Background: an optimization exercise with open tools, aiming at small area, a short achievable clock period and few clock cycles per item. Do not read the settings as production practice.
Only simulation tests tie the RTL to the original design; equivalence was not proved.
The clock input has no modelled driver; a real chip could not lean on it and would need a root buffer or a full tree.
Power and IR drop assume default switching activity.

==> flow/design.v <==
`timescale 1ns/10ps
module sha1_pad_top (
    input  logic           sys_clk,
    input  logic           sys_rst,
    input  logic           msg_cal_channel_ready,
    input  logic           msg_info_fifo_empty,
    input  logic [15:0]    msg_info,
    input  logic [5:0]     msg_channel_num,
    output logic           msg_info_rd_en,
    output logic           msg_data_rd_en,
    input  logic [127:0]   msg_data,
    output logic           msg_filled_data_valid,
    output logic           msg_filled_data_sop,
    output logic           msg_filled_data_eop,
    output logic [511:0]   msg_filled_data,
    output logic           msg_filled_info_valid,
    output logic [15:0]    msg_filled_info,
    output logic [13:0]    msg_filled_tag,
    output logic [11:0]    msg_filled_addr
);
    logic          info_pend;       
    logic          nxt_v;
    logic [15:0]   nxt_len;
    logic [5:0]    nxt_ch;
    logic          consume;
    always_ff @(posedge sys_clk) begin
        if (sys_rst) begin
            msg_info_rd_en <= 1'b0;
            info_pend <= 1'b0;
            nxt_v <= 1'b0;
        end else begin
            msg_info_rd_en <= !msg_info_fifo_empty && msg_cal_channel_ready && !msg_info_rd_en
                              && !info_pend && !nxt_v;
            info_pend <= msg_info_rd_en;
            if (info_pend) begin
                nxt_v <= 1'b1;
            end else if (consume) begin
                nxt_v <= 1'b0;
            end
        end
    end
    always_ff @(posedge sys_clk) begin
        if (info_pend) begin
            nxt_len <= msg_info;
            nxt_ch <= msg_channel_num;
        end
    end
    logic          act;             
    logic [11:0]   cnt;             
    logic          nz;              
    logic          padp;            
    logic          padrd;           
    logic          ext;             
    logic          fst;             
    logic [1:0]    pos;             
    logic          last_q;          
    logic          s_full;
    logic          s_pad;
    logic          s_p3;
    logic [11:0]   cnt_dec;
    logic          cnt_one;
    for (genvar i = 0; i < 12; i++) begin : g_dec
        if (i == 0) begin : g_lsb
            assign cnt_dec[i] = !cnt[i];
        end else begin : g_bit
            assign cnt_dec[i] = cnt[i] ^ !(|cnt[i-1:0]);
        end
    end
    assign cnt_one = (cnt == 12'd1);
    assign s_full = act && nz;
    assign s_pad = act && !nz && padp;
    assign s_p3 = act && (pos == 2'd3);
    assign consume = nxt_v && (!act || last_q);
    always_ff @(posedge sys_clk) begin
        if (sys_rst) begin
            act <= 1'b0;
            pos <= 2'd0;
            last_q <= 1'b0;
        end else begin
            last_q <= act && !last_q && (pos == 2'd2) && (!nz || cnt_one) && !ext;
            if (act) begin
                pos <= pos + 1'b1;
                if (!nz) begin
                    padp <= 1'b0;
                end
                fst <= 1'b0;
                if (s_p3 && !nz) begin
                    ext <= 1'b0;
                end
                if (last_q) begin
                    act <= 1'b0;
                end
            end
            if (consume) begin
                act <= 1'b1;
                padp <= 1'b1;
                padrd <= |nxt_len[3:0];
                ext <= (nxt_len[5:0] >= 6'd56);
                fst <= 1'b1;
            end
        end
    end
    always_ff @(posedge sys_clk) begin
        if (consume) begin
            cnt <= nxt_len[15:4];
            nz <= |nxt_len[15:4];
        end else begin
            cnt <= cnt_dec;
            nz <= nz && !cnt_one;
        end
    end
    logic          full_a, pad_a, last_a, p3_a, first_a;
    logic          full_b, pad_b, last_b, p3_b, first_b;
    always_ff @(posedge sys_clk) begin
        if (sys_rst) begin
            msg_data_rd_en <= 1'b0;
            last_a <= 1'b0;
            p3_a <= 1'b0;
            first_a <= 1'b0;
            last_b <= 1'b0;
            p3_b <= 1'b0;
            first_b <= 1'b0;
        end else begin
            msg_data_rd_en <= s_full || (s_pad && padrd);
            last_a <= act && last_q;
            p3_a <= s_p3;
            first_a <= act && fst;
            last_b <= last_a;
            p3_b <= p3_a;
            first_b <= first_a;
        end
    end
    always_ff @(posedge sys_clk) begin
        full_a <= s_full;
        pad_a <= s_pad;
        full_b <= full_a;
        pad_b <= pad_a;
    end
    logic [15:0]   out_len;
    always_ff @(posedge sys_clk) begin
        if (first_a) begin
            out_len <= nxt_len;
        end
    end
    logic [15:0]   keep;
    logic [15:0]   padb;
    logic [127:0]  in_word;
    logic [127:0]  s0, s1, s2, s3;
    always_comb begin
        for (int j = 0; j < 16; j++) begin
            keep[j] = full_b || (pad_b && (4'(j) < out_len[3:0]));
            padb[j] = pad_b && (4'(j) == out_len[3:0]);
            in_word[127-8*j -: 8] = (msg_data[127-8*j -: 8] & {8{keep[j]}}) | {padb[j], 7'b0};
        end
        if (last_b) begin
            in_word[18:3] = in_word[18:3] | out_len;
        end
    end
    always_ff @(posedge sys_clk) begin
        s0 <= s1;
        s1 <= s2;
        s2 <= s3;
        s3 <= in_word;
    end
    assign msg_filled_data = {s0, s1, s2, s3};
    logic          at_first;        
    logic [5:0]    blk_idx;
    logic [10:0]   blocks;
    logic [10:0]   blk_plus1;
    logic [10:0]   blk_plus2;
    logic [5:0]    idx_inc;
    logic [13:0]   tag_inc;
    for (genvar i = 0; i < 11; i++) begin : g_blk
        if (i == 0) begin : g_b0
            assign blk_plus1[i] = !nxt_len[6];
            assign blk_plus2[i] = nxt_len[6];
        end else if (i < 10) begin : g_bm
            assign blk_plus1[i] = nxt_len[6+i] ^ (&nxt_len[6+i-1:6]);
            if (i == 1) begin : g_b1
                assign blk_plus2[i] = !nxt_len[7];
            end else begin : g_bn
                assign blk_plus2[i] = nxt_len[6+i] ^ (&nxt_len[6+i-1:7]);
            end
        end else begin : g_btop
            assign blk_plus1[i] = &nxt_len[15:6];
            assign blk_plus2[i] = &nxt_len[15:7];
        end
    end
    for (genvar i = 0; i < 6; i++) begin : g_idx
        if (i == 0) begin : g_i0
            assign idx_inc[i] = !blk_idx[i];
        end else begin : g_in
            assign idx_inc[i] = blk_idx[i] ^ (&blk_idx[i-1:0]);
        end
    end
    for (genvar i = 0; i < 14; i++) begin : g_tag
        if (i == 0) begin : g_t0
            assign tag_inc[i] = !msg_filled_tag[i];
        end else begin : g_tn
            assign tag_inc[i] = msg_filled_tag[i] ^ (&msg_filled_tag[i-1:0]);
        end
    end
    assign blocks = (nxt_len[5:0] >= 6'd56) ? blk_plus2 : blk_plus1;
    always_ff @(posedge sys_clk) begin
        if (sys_rst) begin
            msg_filled_data_valid <= 1'b0;
            msg_filled_data_sop <= 1'b0;
            msg_filled_data_eop <= 1'b0;
            at_first <= 1'b0;
            blk_idx <= 6'd0;
            msg_filled_tag <= '1;   
        end else begin
            msg_filled_data_valid <= p3_b;
            msg_filled_data_sop <= p3_b && at_first;
            msg_filled_data_eop <= last_b;
            if (first_b) begin
                at_first <= 1'b1;
            end else if (p3_b) begin
                at_first <= 1'b0;
            end
            if (p3_b) begin
                blk_idx <= at_first ? 6'd0 : idx_inc;
                if (at_first) begin
                    msg_filled_tag <= tag_inc;
                end
            end
        end
    end
    logic [5:0]    out_ch;
    logic [10:0]   out_blocks;
    always_ff @(posedge sys_clk) begin
        if (first_b) begin
            out_ch <= nxt_ch;
            out_blocks <= blocks;
        end
    end
    assign msg_filled_info_valid = msg_filled_data_sop;
    assign msg_filled_info = {5'd0, out_blocks};
    assign msg_filled_addr = {out_ch, blk_idx};
endmodule
clock: 5.0 ns
lec_check: 0
cap_margin: 20
core_area: 4 4 151 151
cts_cluster_diameter: 100
cts_cluster_size: 30
die_area: 0 0 155 155
slew_margin: 20
standard.sh (not shown) runs the stock make flow with config.mk's settings and CLKGATE_MAP_FILE= SYNTH_SCRIPT=/design/flow/synth_recipe.tcl, a recipe that flattens the netlist after the stock synthesis.
==> flow/flow/run.sh <==
#!/bin/bash
# Standard layout with buf_2 port buffers; after CTS the clock tree's root
# buffer is taken out so the port drives the tree's first level directly.
set -e
ARGS=(BUFFER_PORTS_ARGS="-buffer_cell sky130_fd_sc_hd__buf_2" PLACE_PINS_ARGS="-min_distance 1 -min_distance_in_tracks")
bash standard.sh "${ARGS[@]}" cts > standard_cts.log 2>&1
CTS_DB=$PWD/orfs/results/sky130hd/sha1_pad_top/base/4_cts.odb openroad -no_init -exit flow/trim_clock_root.tcl > trim_clock_root.log 2>&1
bash standard.sh "${ARGS[@]}" finish > standard_finish.log 2>&1
==> flow/flow/trim_clock_root.tcl <==
# Take out the clock tree's root buffer: the clock port then drives the
# first level of the tree directly (a couple of buffers), one buffer delay
# less between the port and every flip-flop.
set db_file $::env(CTS_DB)
read_db $db_file
set block [ord::get_db_block]
set port_net [$block findNet sys_clk]
set loads {}
foreach it [$port_net getITerms] { lappend loads $it }
if {[llength $loads] != 1} {
  puts "trim: clock port drives [llength $loads] pins, left as is"
  exit 0
}
set root [[lindex $loads 0] getInst]
set master [[$root getMaster] getName]
if {![string match "sky130_fd_sc_hd__clkbuf_*" $master]} {
  puts "trim: clock port drives $master, left as is"
  exit 0
}
set out_net ""
foreach it [$root getITerms] {
  if {[$it isOutputSignal]} { set out_net [$it getNet] }
}
set moved {}
foreach it [$out_net getITerms] {
  if {[$it getInst] eq $root} { continue }
  lappend moved $it
}
if {[llength $moved] > 4} {
  puts "trim: root buffer drives [llength $moved] pins, left as is"
  exit 0
}
foreach it $moved {
  $it disconnect
  $it connect $port_net
}
puts "trim: removed [$root getName] ($master); clock port now drives [llength $moved] pins"
odb::dbInst_destroy $root
odb::dbNet_destroy $out_net
write_db $db_file
The starting point aborted during global routing on GRT-0232.
Testbench counts at the start, summed over its fixed seeds: cycles 19,299, messages 800.
Rerun with:
==> flow/flow/run.sh (replaced) <==
#!/bin/bash
# Standard layout with buf_2 port buffers. Before CTS, flip-flops that drive
# output buffers get drive strength 2; after CTS the clock tree's root buffer
# is taken out so the port drives the tree's first level directly.
set -e
ARGS=(BUFFER_PORTS_ARGS="-buffer_cell sky130_fd_sc_hd__buf_2" PRE_CTS_TCL=$PWD/flow/upsize_out_flops.tcl SETUP_SLACK_MARGIN=3.0)
bash standard.sh "${ARGS[@]}" cts > standard_cts.log 2>&1
CTS_DB=$PWD/orfs/results/sky130hd/sha1_pad_top/base/4_cts.odb openroad -no_init -exit flow/trim_clock_root.tcl > trim_clock_root.log 2>&1
bash standard.sh "${ARGS[@]}" finish > standard_finish.log 2>&1
==> flow/flow/upsize_out_flops.tcl (new file) <==
# Give each flip-flop that drives an output port's buffer the next drive
# strength up (same function and register, stronger output stage).
set block [ord::get_db_block]
set n 0
foreach bterm [$block getBTerms] {
  if {[$bterm getIoType] ne "OUTPUT"} { continue }
  set net [$bterm getNet]
  if {$net eq "NULL"} { continue }
  set buf ""
  foreach it [$net getITerms] {
    if {[$it isOutputSignal]} { set buf [$it getInst] }
  }
  if {$buf eq ""} { continue }
  if {![string match "sky130_fd_sc_hd__buf_*" [[$buf getMaster] getName]]} { continue }
  foreach it [$buf getITerms] {
    if {![$it isInputSignal]} { continue }
    set in_net [$it getNet]
    foreach drv [$in_net getITerms] {
      if {![$drv isOutputSignal]} { continue }
      set inst [$drv getInst]
      set master [[$inst getMaster] getName]
      if {$master eq "sky130_fd_sc_hd__dfxtp_1"} {
        replace_cell [$inst getName] sky130_fd_sc_hd__dfxtp_2
        incr n
      }
    }
  }
}
puts "upsize_out_flops: $n flip-flops driving output buffers now dfxtp_2"
Settings changed: CORE_AREA 4 4 151 151 to 5 5 245 245, DIE_AREA 0 0 155 155 to 0 0 250 250.
What happened:
- This time the run went through all stages and came out clean
- synthesized area does not change
- synthesized cell count stays the same
Rerun with:
==> flow/flow/run.sh (replaced) <==
#!/bin/bash
# Standard layout with buf_2 port buffers; after CTS the clock tree's root
# buffer is taken out so the port drives the tree's first level directly.
set -e
ARGS=(BUFFER_PORTS_ARGS="-buffer_cell sky130_fd_sc_hd__buf_2" PLACE_PINS_ARGS="-min_distance 1 -min_distance_in_tracks")
bash standard.sh "${ARGS[@]}" cts > standard_cts.log 2>&1
CTS_DB=$PWD/orfs/results/sky130hd/sha1_pad_top/base/4_cts.odb openroad -no_init -exit flow/trim_clock_root.tcl > trim_clock_root.log 2>&1
bash standard.sh "${ARGS[@]}" finish > standard_finish.log 2>&1
Settings changed: CORE_AREA 5 5 245 245 to 5 5 160 160, DIE_AREA 0 0 250 250 to 0 0 165 165.
removed: flow/flow/upsize_out_flops.tcl
Effect: The changed run went through all stages and came out clean. Fmax falls by 2.7%. Area after synthesis is unchanged. Via count rises by 2.4%. Non-clock buffer count falls by 105. Total power falls by 4.3%. Final cell count falls by 20%. Hold slack improves by 0.0070 ns.
Rerun with:
Settings changed: CORE_AREA 5 5 160 160 to 5 5 170 170, DIE_AREA 0 0 165 165 to 0 0 175 175.
Effect: Final cell count increases by about 0.9%; cell area barely changes; sequential cell count does not change; power drops by 0.75%; die area is higher by 12%; worst setup slack improves by 0.075 ns.


// sha1_pad_top: RTL as listed in full above, without the edits since
export LEC_CHECK = 0
export CAP_MARGIN = 20
export CORE_AREA = 5 5 170 170
export CTS_CLUSTER_DIAMETER = 100
export CTS_CLUSTER_SIZE = 30
export DIE_AREA = 0 0 175 175
export SLEW_MARGIN = 20
create_clock -name core_clock -period 5.0 [get_ports {sys_clk}]
==> flow/flow/run.sh <==
#!/bin/bash
# Standard layout with buf_2 port buffers and pins one track apart. After CTS
# (flow/post_cts_tree.tcl) the top of the clock tree is rebuilt as four
# branch buffers driven by the clock port, then the timing repair runs, aiming at a 1.9 ns period.
set -e
bash standard.sh BUFFER_PORTS_ARGS="-buffer_cell sky130_fd_sc_hd__buf_2" \
  PLACE_PINS_ARGS="-min_distance 1 -min_distance_in_tracks" \
  SKIP_CTS_REPAIR_TIMING=1 POST_CTS_TCL=$PWD/flow/post_cts_tree.tcl \
  SETUP_SLACK_MARGIN=3.1 finish > standard.log 2>&1
==> flow/flow/post_cts_tree.tcl <==
# After CTS: rebuild the top of the clock tree. CTS gives port -> root buffer
# -> a few branch buffers -> leaf buffers -> flip-flops. Here the root and
# branch buffers are replaced by four branch buffers, each at the centre of
# one quarter of the leaf buffers, driven by the clock port directly. Every
# flip-flop still gets the clock through two buffers. Then the timing repair
# that CTS would have run.
set block [ord::get_db_block]
set port_net [$block findNet sys_clk]

proc out_net {inst} {
  foreach it [$inst getITerms] {
    if {[$it isOutputSignal]} { return [$it getNet] }
  }
  return ""
}
proc loads {net} {
  set r {}
  foreach it [$net getITerms] {
    if {[$it isInputSignal]} { lappend r $it }
  }
  return $r
}
proc is_clkbuf {inst} {
  return [string match "sky130_fd_sc_hd__clkbuf_*" [[$inst getMaster] getName]]
}

# Walk down from the port: a clock buffer whose loads include flip-flops is
# a leaf buffer; the clock buffers above the leaves are the upper tree. Cells
# with no output (CTS's balancing loads) on the upper tree's nets go with it.
set upper {}
set leaves {}
set dummies {}
set ok 1
set frontier [list $port_net]
while {[llength $frontier] > 0} {
  set net [lindex $frontier 0]
  set frontier [lrange $frontier 1 end]
  foreach it [loads $net] {
    set inst [$it getInst]
    set onet [out_net $inst]
    if {$onet eq "" || $onet eq "NULL"} { lappend dummies $inst; continue }
    if {![is_clkbuf $inst]} { set ok 0; continue }
    set has_ff 0
    foreach l [loads $onet] {
      if {[[[$l getInst] getMaster] isSequential]} { set has_ff 1 }
    }
    if {$has_ff} {
      lappend leaves $inst
    } else {
      lappend upper $inst
      lappend frontier $onet
    }
  }
}
puts "post_cts_tree: [llength $upper] upper buffers, [llength $leaves] leaf buffers, [llength $dummies] loads without output on the upper tree"

if {$ok && [llength $leaves] >= 8 && [llength $upper] >= 1} {
  # Split the leaves in four: by x at the median, then each half by y.
  set pts {}
  foreach leaf $leaves {
    set bb [$leaf getBBox]
    lappend pts [list $leaf [expr {([$bb xMin] + [$bb xMax]) / 2}] [expr {([$bb yMin] + [$bb yMax]) / 2}]]
  }
  set pts [lsort -integer -index 1 $pts]
  set h [expr {[llength $pts] / 2}]
  set groups {}
  foreach half [list [lrange $pts 0 [expr {$h - 1}]] [lrange $pts $h end]] {
    set half [lsort -integer -index 2 $half]
    set q [expr {[llength $half] / 2}]
    lappend groups [lrange $half 0 [expr {$q - 1}]] [lrange $half $q end]
  }
  set master [[ord::get_db] findMaster sky130_fd_sc_hd__clkbuf_16]
  # Take out the old upper tree.
  foreach inst $dummies {
    foreach it [$inst getITerms] { if {[$it getNet] ne "NULL"} { $it disconnect } }
    odb::dbInst_destroy $inst
  }
  foreach inst $upper {
    set n [out_net $inst]
    foreach it [$inst getITerms] { if {[$it getNet] ne "NULL"} { $it disconnect } }
    odb::dbInst_destroy $inst
    if {$n ne "" && $n ne "NULL"} { odb::dbNet_destroy $n }
  }
  foreach it [loads $port_net] { $it disconnect }
  set k 0
  foreach g $groups {
    set sx 0; set sy 0
    foreach p $g { incr sx [lindex $p 1]; incr sy [lindex $p 2] }
    set cx [expr {$sx / [llength $g]}]
    set cy [expr {$sy / [llength $g]}]
    set buf [odb::dbInst_create $block $master "clkbuf_top_$k"]
    $buf setLocation [expr {$cx - 4000}] $cy
    $buf setPlacementStatus PLACED
    set net [odb::dbNet_create $block "clknet_top_$k"]
    $net setSigType CLOCK
    [$buf findITerm A] connect $port_net
    [$buf findITerm X] connect $net
    foreach p $g {
      set leaf [lindex $p 0]
      [$leaf findITerm A] disconnect
      [$leaf findITerm A] connect $net
    }
    puts "post_cts_tree: clkbuf_top_$k at ($cx, $cy) drives [llength $g] leaf buffers"
    incr k
  }
} else {
  puts "post_cts_tree: tree left as is"
}
detailed_placement
estimate_parasitics -placement
repair_timing_helper
detailed_placement
check_placement -verbose
Testbench counts at the start, summed over its fixed seeds: cycles 19,299, messages 800.
Change:
==> flow/flow/run.sh (replaced) <==
#!/bin/bash
# Standard layout with buf_2 port buffers and pins one track apart; CTS adds
# no balancing loads. After CTS (flow/post_cts_tree.tcl) the top of the clock
# tree is rebuilt as four branch buffers driven by the clock port, input port
# buffers become buf_1 (flow/inputs_small.tcl), then the timing repair runs,
# aiming at a 1.9 ns period.
set -e
export SMALL_INPUT_BUFFERS=$PWD/flow/inputs_small.tcl
bash standard.sh BUFFER_PORTS_ARGS="-buffer_cell sky130_fd_sc_hd__buf_2" \
  PLACE_PINS_ARGS="-min_distance 1 -min_distance_in_tracks" \
  CTS_ARGS="-sink_clustering_enable -repair_clock_nets -sink_clustering_size 30 -sink_clustering_max_diameter 100 -dont_use_dummy_load" \
  SKIP_CTS_REPAIR_TIMING=1 POST_CTS_TCL=$PWD/flow/post_cts_tree.tcl \
  SETUP_SLACK_MARGIN=3.1 finish > standard.log 2>&1
==> flow/flow/inputs_small.tcl (new file) <==
# Input ports have timing to spare: their port buffers get the smallest
# buffer (buf_1); the repair that follows may size any of them back up.
proc small_input_buffers {} {
  set block [ord::get_db_block]
  set n 0
  foreach bterm [$block getBTerms] {
    if {[$bterm getIoType] ne "INPUT"} { continue }
    if {[$bterm getName] eq "sys_clk"} { continue }
    set net [$bterm getNet]
    if {$net eq "NULL"} { continue }
    foreach it [$net getITerms] {
      set inst [$it getInst]
      if {[[$inst getMaster] getName] eq "sky130_fd_sc_hd__buf_2"} {
        replace_cell [$inst getName] sky130_fd_sc_hd__buf_1
        incr n
      }
    }
  }
  puts "small_input_buffers: $n input port buffers now buf_1"
}
small_input_buffers
--- a/flow/flow/post_cts_tree.tcl
+++ b/flow/flow/post_cts_tree.tcl
@@ -108,0 +109 @@
+if {[info exists ::env(SMALL_INPUT_BUFFERS)]} { source $::env(SMALL_INPUT_BUFFERS) }
Settings changed: ABC_AREA set to 1.
What happened: The new run passed the timing, DRC and antenna checks; final area is about the same; via count rises by a few percent; synthesized cell count is higher by about a fifth; combinational power climbs by a few percent; critical path depth is unchanged; setup slack is better by 0.0089 ns; die area stays the same; synthesized area increases slightly; clock skew stays flat; total power went down slightly.
Change:
Settings changed: ABC_AREA 1 to not set, PLACE_DENSITY set to 0.75.
Effect: Register-to-register slack gets worse by 0.05 ns. Critical path depth does not change. Die area is unchanged. Sequential share of layout area rises by 0.64 points. Setup slack got worse by 0.0063 ns. Area after synthesis goes down by 1.3%. Routed wire length drops by 1.3%. Final area came out lower by 0.97%. Sequential power is about the same. Power is about the same. Core utilization drops by 0.74 points.
Change:
Settings changed: CORE_AREA 5 5 170 170 to 5 5 180 180, DIE_AREA 0 0 175 175 to 0 0 185 185, PLACE_DENSITY 0.75 to not set.
Outcome: The new run finished with timing, DRC and antenna clean. Routed wire length rises by 0.85%. Worst hold slack got worse by 0.0033 ns. Total power is about the same. Setup slack got worse by 0.010 ns. Global-route usage falls by 3.6 points.
Change:
--- a/flow/flow/run.sh
+++ b/flow/flow/run.sh
@@ -2 +2 @@
-# Standard layout with buf_2 port buffers and pins one track apart; CTS adds
+# Standard layout with buf_1 port buffers and pins one track apart; CTS adds
@@ -6 +6 @@
-# aiming at a 1.9 ns period.
+# aiming at a 1.92 ns period.
@@ -9 +9 @@
-bash standard.sh BUFFER_PORTS_ARGS="-buffer_cell sky130_fd_sc_hd__buf_2" \
+bash standard.sh BUFFER_PORTS_ARGS="-buffer_cell sky130_fd_sc_hd__buf_1" \
@@ -13 +13 @@
-  SETUP_SLACK_MARGIN=3.1 finish > standard.log 2>&1
+  SETUP_SLACK_MARGIN=3.08 finish > standard.log 2>&1
Settings changed: CORE_AREA 5 5 180 180 to 5 5 175 175, DIE_AREA 0 0 185 185 to 0 0 180 180.
The new run ran to the end with no violations.
Cell area is lower by 2.8%.
Routed wire length came out lower by 2.0%.
Global-route usage goes up by 1.8 points.
Synthesized area is unchanged.
Clock skew hardly moves.
Fmax is lower by 0.43%.
Change:
Settings changed: CORE_AREA 5 5 175 175 to 5 5 170 170, DIE_AREA 0 0 180 180 to 0 0 175 175.
- sequential power stays flat
- utilization rises by 4.1 points
- total power barely changes
- final cell count went down by a few percent
- wire length goes down slightly
- maximum frequency barely changes
- global-route usage grows by 1.1 points
- area after synthesis stays the same
- cell area went down slightly

## port drivers added, routing unchanged
Ports are ideal in the flow. The routed layouts listed here were re-timed in OpenROAD.
Step 1 assumes that a clkbuf_16 drives the clock port and a buf_2 every other input.
Step 2 also shifts input and output timing later by t, the mid clock arrival at the registers, as if the neighbouring blocks saw the same clock.
a / b / c = ideal / step 1 / step 2; a / b = the first two.
| run | shift t [ns] | slack for setup (ns) | latest minus earliest clock arrival (ns) | pins driven straight from the clock port |
|---|---|---|---|---|
| the second run of note 1 | 0.526 | 2.937 / 2.865 / 2.873 | 0.049 / 0.049 | 2 |
| the third run of note 1 | 0.493 | 2.879 / 2.818 / 2.876 | 0.035 / 0.035 | 2 |
| the fourth run of note 1 | 0.488 | 2.954 / 2.892 / 2.866 | 0.026 / 0.026 | 2 |
| the first run of note 2 | 0.444 | 3.111 / 3.010 / 2.861 | 0.029 / 0.029 | 4 |
| the second run of note 2 | 0.445 | 3.120 / 3.016 / 2.901 | 0.028 / 0.028 | 4 |
| the third run of note 2 | 0.445 | 3.114 / 3.011 / 2.891 | 0.027 / 0.027 | 4 |
| the fourth run of note 2 | 0.450 | 3.103 / 2.995 / 2.897 | 0.025 / 0.025 | 4 |
| the fifth run of note 2 | 0.448 | 3.095 / 2.991 / 2.928 | 0.030 / 0.030 | 4 |
| the sixth run of note 2 | 0.450 | 3.092 / 2.986 / 2.959 | 0.019 / 0.019 | 4 |
After both steps every run listed still meets setup and hold. For the first run of note 2, which loses most, drivers alone change the setup slack by -0.101 ns; drivers and shift together by -0.250 ns.
